What follows belongs to an exercise in optimizing a design on an open flow for small area and a short achievable clock period; a production flow would make more cautious choices.
At most, simulation tests tie the RTL to the original design; equivalence was not proved.
Power figures rest on the tool's default switching activity, not on a simulated workload.

## perf_monitor
module perf_monitor #(
  parameter int          NCORES     = 4,
  parameter int          CNT_W      = 64,
  parameter int          FIFO_DEPTH = 16,
  parameter bit          FINI_ALL   = 1'b1,
  parameter logic [31:0] FINI_CODE  = 32'h0002_0000,
  parameter int          TIMEOUT    = 50000,
  localparam int         CW = (NCORES > 1) ? $clog2(NCORES) : 1
) (
  input  logic                 clk_i,
  input  logic                 rst_i,
  input  logic [NCORES-1:0]    exma_v_i,
  input  logic [NCORES-1:0]    stall_i,
  input  logic [NCORES-1:0]    stall_imem_i,
  input  logic [NCORES-1:0]    ctrl_tsfr_i,
  input  logic [NCORES-1:0]    br_misp_i,
  input  logic [NCORES-1:0]    dbus_wv_i,
  input  logic [32*NCORES-1:0] dbus_addr_i,
  input  logic [32*NCORES-1:0] dbus_wdata_i,
  input  logic                 rd_en_i,
  input  logic [CW-1:0]        rd_core_i,
  input  logic [1:0]           rd_ctr_i,
  input  logic                 wr_en_i,
  input  logic [CW-1:0]        wr_core_i,
  input  logic [1:0]           wr_ctr_i,
  input  logic [CNT_W-1:0]     wr_data_i,
  output logic [CNT_W-1:0]     rd_data_o,
  output logic                 rd_vld_o,
  output logic                 char_vld_o,
  output logic [7:0]           char_o,
  output logic [CW-1:0]        char_core_o,
  input  logic                 char_rdy_i,
  output logic [NCORES-1:0]    done_o,
  output logic                 fini_o,
  output logic                 timeout_o,
  output logic                 overflow_o
);
Size in the first run: about 7000 cells after synthesis, roughly 440 I/O pins.
export LEC_CHECK = 0
export CAP_MARGIN = 20
export CORE_MARGIN = 2
export CORE_UTILIZATION = 45
export GPL_ROUTABILITY_DRIVEN = 0
export SETUP_SLACK_MARGIN = 2.0
export SLEW_MARGIN = 20
export TNS_END_PERCENT = 5
create_clock -name core_clock -period 4.0 [get_ports {clk_i}]
standard.sh (not shown) runs the stock make flow with config.mk's settings and CLKGATE_MAP_FILE= SYNTH_SCRIPT=/design/flow/synth_recipe.tcl, a recipe that flattens the netlist after the stock synthesis.
==> flow/flow/run.sh <==
#!/bin/bash
# Standard layout with these changes:
#  - slow wide OR/AND/NOR cells and the adder cells are on the don't-use list,
#    so synthesis (and repair) build the logic from faster cells;
#  - ports are buffered with buf_2 cells;
#  - clock tree: larger sink clusters and no dummy loads (fewer clock buffers).
set -euo pipefail
DU="$(cat flow/dont_use.txt)"
bash standard.sh "DONT_USE_CELLS=$DU" \
  "BUFFER_PORTS_ARGS=-buffer_cell sky130_fd_sc_hd__buf_2" \
  "CTS_ARGS=-sink_clustering_enable -repair_clock_nets -dont_use_dummy_load -sink_clustering_size 24 -sink_clustering_max_diameter 100" \
  finish > flow_make.log 2>&1
Other scripts of this flow, unchanged in this note and not shown: flow/flow/dont_use.txt
==> next run, changes <==
--- a/flow/flow/run.sh
+++ b/flow/flow/run.sh
@@ -9,4 +9,4 @@
 bash standard.sh "DONT_USE_CELLS=$DU" \
   "BUFFER_PORTS_ARGS=-buffer_cell sky130_fd_sc_hd__buf_2" \
-  "CTS_ARGS=-sink_clustering_enable -repair_clock_nets -dont_use_dummy_load -sink_clustering_size 24 -sink_clustering_max_diameter 100" \
+  "CTS_ARGS=-sink_clustering_enable -repair_clock_nets -dont_use_dummy_load -sink_clustering_size 20 -sink_clustering_max_diameter 80" \
   finish > flow_make.log 2>&1
--- a/flow/config.mk
+++ b/flow/config.mk
@@ -9,5 +9,4 @@
 export CORE_MARGIN = 2
 export CORE_UTILIZATION = 45
-export GPL_ROUTABILITY_DRIVEN = 0
 export SETUP_SLACK_MARGIN = 2.0
 export SLEW_MARGIN = 20
- The changed run finished clean
- area after synthesis does not change
- maximum frequency fell by 3.7%
- non-clock buffer count went down by 14
==> next run, changes <==
--- a/flow/flow/run.sh
+++ b/flow/flow/run.sh
@@ -9,4 +9,4 @@
 bash standard.sh "DONT_USE_CELLS=$DU" \
   "BUFFER_PORTS_ARGS=-buffer_cell sky130_fd_sc_hd__buf_2" \
-  "CTS_ARGS=-sink_clustering_enable -repair_clock_nets -dont_use_dummy_load -sink_clustering_size 20 -sink_clustering_max_diameter 80" \
+  "CTS_ARGS=-sink_clustering_enable -repair_clock_nets -dont_use_dummy_load -sink_clustering_size 24 -sink_clustering_max_diameter 100" \
   finish > flow_make.log 2>&1
--- a/flow/config.mk
+++ b/flow/config.mk
@@ -11,3 +11,3 @@
 export SETUP_SLACK_MARGIN = 2.0
 export SLEW_MARGIN = 20
-export TNS_END_PERCENT = 5
+export TNS_END_PERCENT = 8
Hold slack gets worse by 0.039 ns; synthesized area is unchanged; total power drops by 5.1%; worst setup slack gains 0.070 ns; wire length goes down by 0.58%; global-route usage increases by 0.16 points; register-to-register slack improves by 0.07 ns.
==> next run, changes <==
--- a/flow/config.mk
+++ b/flow/config.mk
@@ -11,3 +11,3 @@
 export SETUP_SLACK_MARGIN = 2.0
 export SLEW_MARGIN = 20
-export TNS_END_PERCENT = 8
+export TNS_END_PERCENT = 5
The changed run passed the timing, DRC and antenna checks.
Setup slack gains 0.016 ns.
Core utilization is lower by 0.34 points.
Power is about the same.
Worst hold slack degrades by 0.0069 ns.
Clock power rises slightly.
Cell count is lower slightly.
Design area shrinks slightly.
Critical path depth went down by 8.
Clock-buffer cell count went up by 1.

* * *

the baseline:
perf_monitor, a different RTL version from the one above (not shown whole).
For scale: roughly 7,000 cells after synthesis, about 1,100 flip-flops, about 440 I/O pins, about 62,000 um2 of cells after synthesis.
==> flow/design.v (excerpt) <==
module perf_monitor #(
  parameter int          NCORES     = 4,
  parameter int          CNT_W      = 64,
  parameter int          FIFO_DEPTH = 16,
  parameter bit          FINI_ALL   = 1'b1,
  parameter logic [31:0] FINI_CODE  = 32'h0002_0000,
  parameter int          TIMEOUT    = 50000,
  localparam int         CW = (NCORES > 1) ? $clog2(NCORES) : 1
) (
  input  logic                 clk_i,
  input  logic                 rst_i,
  input  logic [NCORES-1:0]    exma_v_i,
  input  logic [NCORES-1:0]    stall_i,
  input  logic [NCORES-1:0]    stall_imem_i,
  input  logic [NCORES-1:0]    ctrl_tsfr_i,
  input  logic [NCORES-1:0]    br_misp_i,
  input  logic [NCORES-1:0]    dbus_wv_i,
  input  logic [32*NCORES-1:0] dbus_addr_i,
  input  logic [32*NCORES-1:0] dbus_wdata_i,
  input  logic                 rd_en_i,
  input  logic [CW-1:0]        rd_core_i,
  input  logic [1:0]           rd_ctr_i,
  input  logic                 wr_en_i,
  input  logic [CW-1:0]        wr_core_i,
  input  logic [1:0]           wr_ctr_i,
  input  logic [CNT_W-1:0]     wr_data_i,
  output logic [CNT_W-1:0]     rd_data_o,
  output logic                 rd_vld_o,
  output logic                 char_vld_o,
  output logic [7:0]           char_o,
  output logic [CW-1:0]        char_core_o,
  input  logic                 char_rdy_i,
  output logic [NCORES-1:0]    done_o,
  output logic                 fini_o,
  output logic                 timeout_o,
  output logic                 overflow_o
);
  localparam int MD = FIFO_DEPTH - 1;            
  localparam int MA = (MD > 1) ? $clog2(MD) : 1;
  localparam int MC = $clog2(MD + 1);
  localparam int EW = CW + 8;
  ...
==> flow/config.mk <==
export PLATFORM = sky130hd
export DESIGN_NAME = perf_monitor
export DESIGN_NICKNAME = perf_monitor
export VERILOG_FILES = /design/flow/design.v
export SDC_FILE = /design/flow/constraint.sdc
export NUM_CORES = 4
export LEC_CHECK = 0
export CAP_MARGIN = 20
export CORE_MARGIN = 2
export CORE_UTILIZATION = 55
export SETUP_SLACK_MARGIN = 1.5
export SLEW_MARGIN = 20
==> flow/constraint.sdc <==
create_clock -name core_clock -period 4.0 [get_ports {clk_i}]
set_input_delay 0.8000 -clock core_clock [delete_from_list [all_inputs] [get_ports {clk_i}]]
set_output_delay 0.8000 -clock core_clock [all_outputs]
set_load 0.01 [all_outputs]
run.sh (not shown) runs the stock make flow with config.mk's settings and CLKGATE_MAP_FILE= SYNTH_SCRIPT=/design/flow/synth_recipe.tcl, a recipe that flattens the netlist after the stock synthesis.
Stock flow here: none of the scripts above is used.
[inputs] the candidate vs the baseline
Settings: SETUP_SLACK_MARGIN: 1.5 -> 2.0.
--- outcome ---
- The candidate vs. the baseline: minimum clock period moved up, post-placement cell count roughly the same, setup slack lost 0.055 ns, leakage power figure up 0.0034 uW, post-route worst hold slack shows an increase of 0.016 ns.
- Per the comparison of the candidate with the baseline, clock network power consumption saw little to no change; global-route usage saw an increase; clock-buffer cell count saw a decrease.
- Between the baseline and the candidate, the worst-case headroom to the max-slew limit is higher for the baseline.
- The type of the most critical hold path comes out reg2reg in one run and in2reg in the other, namely in the candidate and the baseline respectively.
No functional check of the RTL was part of any run of this note.

* * *

## run A
perf_monitor, a different RTL version from the one above (not shown whole).
For scale: ~6,900 cells after synthesis, ~1,200 flip-flops, about 440 I/O pins.
export LEC_CHECK = 0
export CAP_MARGIN = 20
export CORE_MARGIN = 2
export CORE_UTILIZATION = 45
export PLACE_DENSITY = 0.9
export SETUP_SLACK_MARGIN = 2.0
export SLEW_MARGIN = 20
export TNS_END_PERCENT = 5
create_clock -name core_clock -period 4.0 [get_ports {clk_i}]
standard.sh (not shown) runs the stock make flow with config.mk's settings and CLKGATE_MAP_FILE= SYNTH_SCRIPT=/design/flow/synth_recipe.tcl, a recipe that flattens the netlist after the stock synthesis.
==> flow/flow/run.sh <==
#!/bin/bash
# Standard layout with these changes:
#  - slow wide OR/AND/NOR cells and the adder cells are on the don't-use list,
#    so synthesis (and repair) build the logic from faster cells;
#  - ports are buffered with buf_2 cells;
#  - clock tree: larger sink clusters and no dummy loads (fewer clock buffers).
set -euo pipefail
DU="$(cat flow/dont_use.txt)"
bash standard.sh "DONT_USE_CELLS=$DU" \
  "BUFFER_PORTS_ARGS=-buffer_cell sky130_fd_sc_hd__buf_2" \
  "CTS_ARGS=-sink_clustering_enable -repair_clock_nets -dont_use_dummy_load -sink_clustering_size 24 -sink_clustering_max_diameter 100" \
  finish > flow_make.log 2>&1
Other scripts of this flow, unchanged in this note and not shown: flow/flow/dont_use.txt
[inputs] run B vs run A
- a change of PLACE_DENSITY from 0.9 to 0.75
Results
Diff run B..run A | remaining routing DRC violations | unchanged. Relative to run A, critical path depth has gone up in run B. In run B the setup slack turned out 110 ps lower than in run A. CTS buffer count in run B vs run A: up 1. Taking run A as the reference, in run B design area grew by about 0.7%, total power rose by 0.12 mW, fmax went down. Minimum clock period (run B over run A): increase, 110 ps. Run A → run B: global-route total usage across every layer now sits higher; clock share of power now sits at about the same level.
Setup changes, run B to run C
- clearing PLACE_DENSITY, which used to be 0.75
--- a/flow/flow/run.sh
+++ b/flow/flow/run.sh
@@ -5,5 +5,7 @@
 #  - ports are buffered with buf_2 cells;
-#  - clock tree: larger sink clusters and no dummy loads (fewer clock buffers).
+#  - clock tree: larger sink clusters and no dummy loads (fewer clock buffers);
+#  - after global routing, one more timing repair aimed at the worst endpoints.
 set -euo pipefail
 DU="$(cat flow/dont_use.txt)"
+export FLOW_PUSH_MARGIN=2.2
 bash standard.sh "DONT_USE_CELLS=$DU" \
@@ -11,2 +13,3 @@
   "CTS_ARGS=-sink_clustering_enable -repair_clock_nets -dont_use_dummy_load -sink_clustering_size 24 -sink_clustering_max_diameter 100" \
+  "POST_GLOBAL_ROUTE_TCL=$PWD/flow/post_grt.tcl" \
   finish > flow_make.log 2>&1
==> flow/flow/post_grt.tcl (new file) <==
# After global route's own repair, one more timing repair aimed at the worst
# endpoints, with the nets it changes routed again and the guides rewritten.
global_route -start_incremental
repair_timing -setup -setup_margin $::env(FLOW_PUSH_MARGIN) -repair_tns 5 -verbose
detailed_placement
check_placement -verbose
global_route -end_incremental
estimate_parasitics -global_routing
report_worst_slack -max
write_guides $::env(RESULTS_DIR)/route.guide
[summary]
- Run C has completed all stages; timing, DRC and antenna checks passed.
- Changes observed in run C relative to run B: sequential share of layout area down 1.0 points; worst hold slack now sits higher; sequential cell area fraction in the yosys report neither gained nor lost much; finished layout cell area now larger.
- The capture point of the critical path comes out g_core[1].u_pred.q_o[63]$_DFF_P_ in one run and timeout_o$_SDFFE_PP0N_ in the other, namely in run C and run B respectively.
Relative to run C, the following input files were edited for run D:
- a change of SETUP_SLACK_MARGIN from 2.0 to 1.8
==> flow/flow/run.sh <==
#!/bin/bash
# Standard layout with these changes:
#  - slow wide OR/AND/NOR cells and the adder cells are on the don't-use list,
#    so synthesis (and repair) build the logic from faster cells;
#  - ports are buffered with buf_2 cells;
#  - clock tree: larger sink clusters and no dummy loads (fewer clock buffers).
set -euo pipefail
DU="$(cat flow/dont_use.txt)"
bash standard.sh "DONT_USE_CELLS=$DU" \
  "BUFFER_PORTS_ARGS=-buffer_cell sky130_fd_sc_hd__buf_2" \
  "CTS_ARGS=-sink_clustering_enable -repair_clock_nets -dont_use_dummy_load -sink_clustering_size 24 -sink_clustering_max_diameter 100" \
  finish > flow_make.log 2>&1
removed: flow/flow/post_grt.tcl
Results
- [compare] base=run C new=run D: sum of routed wire length over all layers has decreased; design area has decreased.
- When the final numbers for run C and run D were put side by side, the maximum achievable frequency turned out to be smaller in run D.
--- input diff run D..run E ---
- a change of SETUP_SLACK_MARGIN from 1.8 to 2.2
### Flow results
- Comparing run E against run D, there is no change at all in cell count after synthesis.
- The lower layout overhead on the synthesized area came out of run D.
- Diff run D..run E | sequential cell count | unchanged
- Delta(portion of total power attributed to combinational logic, run E - run D) > 0
- Run E vs. run D: maximum net fanout on the critical path moved down, total length of routed wires moved up.
- Peak supply drop: run E > run D
- Looking only at total power after layout, and setting everything else aside, the lower value of run D and run E goes to run D.
- Comparing run D and run E, the higher number of non-filler instances in the completed layout is on run E.
- Delta(global-route track usage on met1, run E - run D) > 0

==> static timing again, ports no longer ideal <==
No port has a modelled driver above. Below, the same layouts with a new extraction and two added sets of constraints. Step 1 sets driving cells, clkbuf_16 on the clock port and buf_2 on the other inputs (assumed; they add their load-dependent delay and slew). Step 2 times the ports against the registers' clock, not the clock port: input delays grow and output delays shrink by t, the midpoint of the rising clock arrivals with the driver on. Slacks: ideal / step 1 / step 2; pairs: ideal / step 1.
run	shift t [ns]	setup slack, ns	worst setup path after step 2	worst register clock-pin slew, ns	worst slew at a driven data input, ns
the first run of note 1	0.777	1.769 / 1.686 / 0.958	input to register	0.11 / 0.11	0.19
the second run of note 1	0.760	1.683 / 1.683 / 0.999	input to register	0.09 / 0.09	0.20
the third run of note 1	0.791	1.753 / 1.695 / 0.972	input to register	0.11 / 0.11	0.19
the fourth run of note 1	0.777	1.769 / 1.686 / 0.958	input to register	0.11 / 0.11	0.19
the baseline	0.837	1.042 / 1.042 / 0.287	input to register	0.07 / 0.07	0.17
the candidate	0.853	0.987 / 1.032 / 0.179	input to register	0.07 / 0.07	0.37
run A	0.773	1.727 / 1.681 / 0.946	input to register	0.11 / 0.11	0.20
run B	0.771	1.618 / 1.618 / 0.972	input to register	0.11 / 0.11	0.27
run C	0.778	1.799 / 1.743 / 0.965	input to register	0.11 / 0.11	0.31
run D	0.793	1.523 / 1.507 / 0.714	input to register	0.11 / 0.11	0.20
run E	0.803	1.804 / 1.706 / 0.903	input to register	0.11 / 0.11	0.19
After both steps every run listed still meets setup and hold. For run E, which loses most, drivers alone change the setup slack by -0.098 ns; drivers and shift together by -0.901 ns.
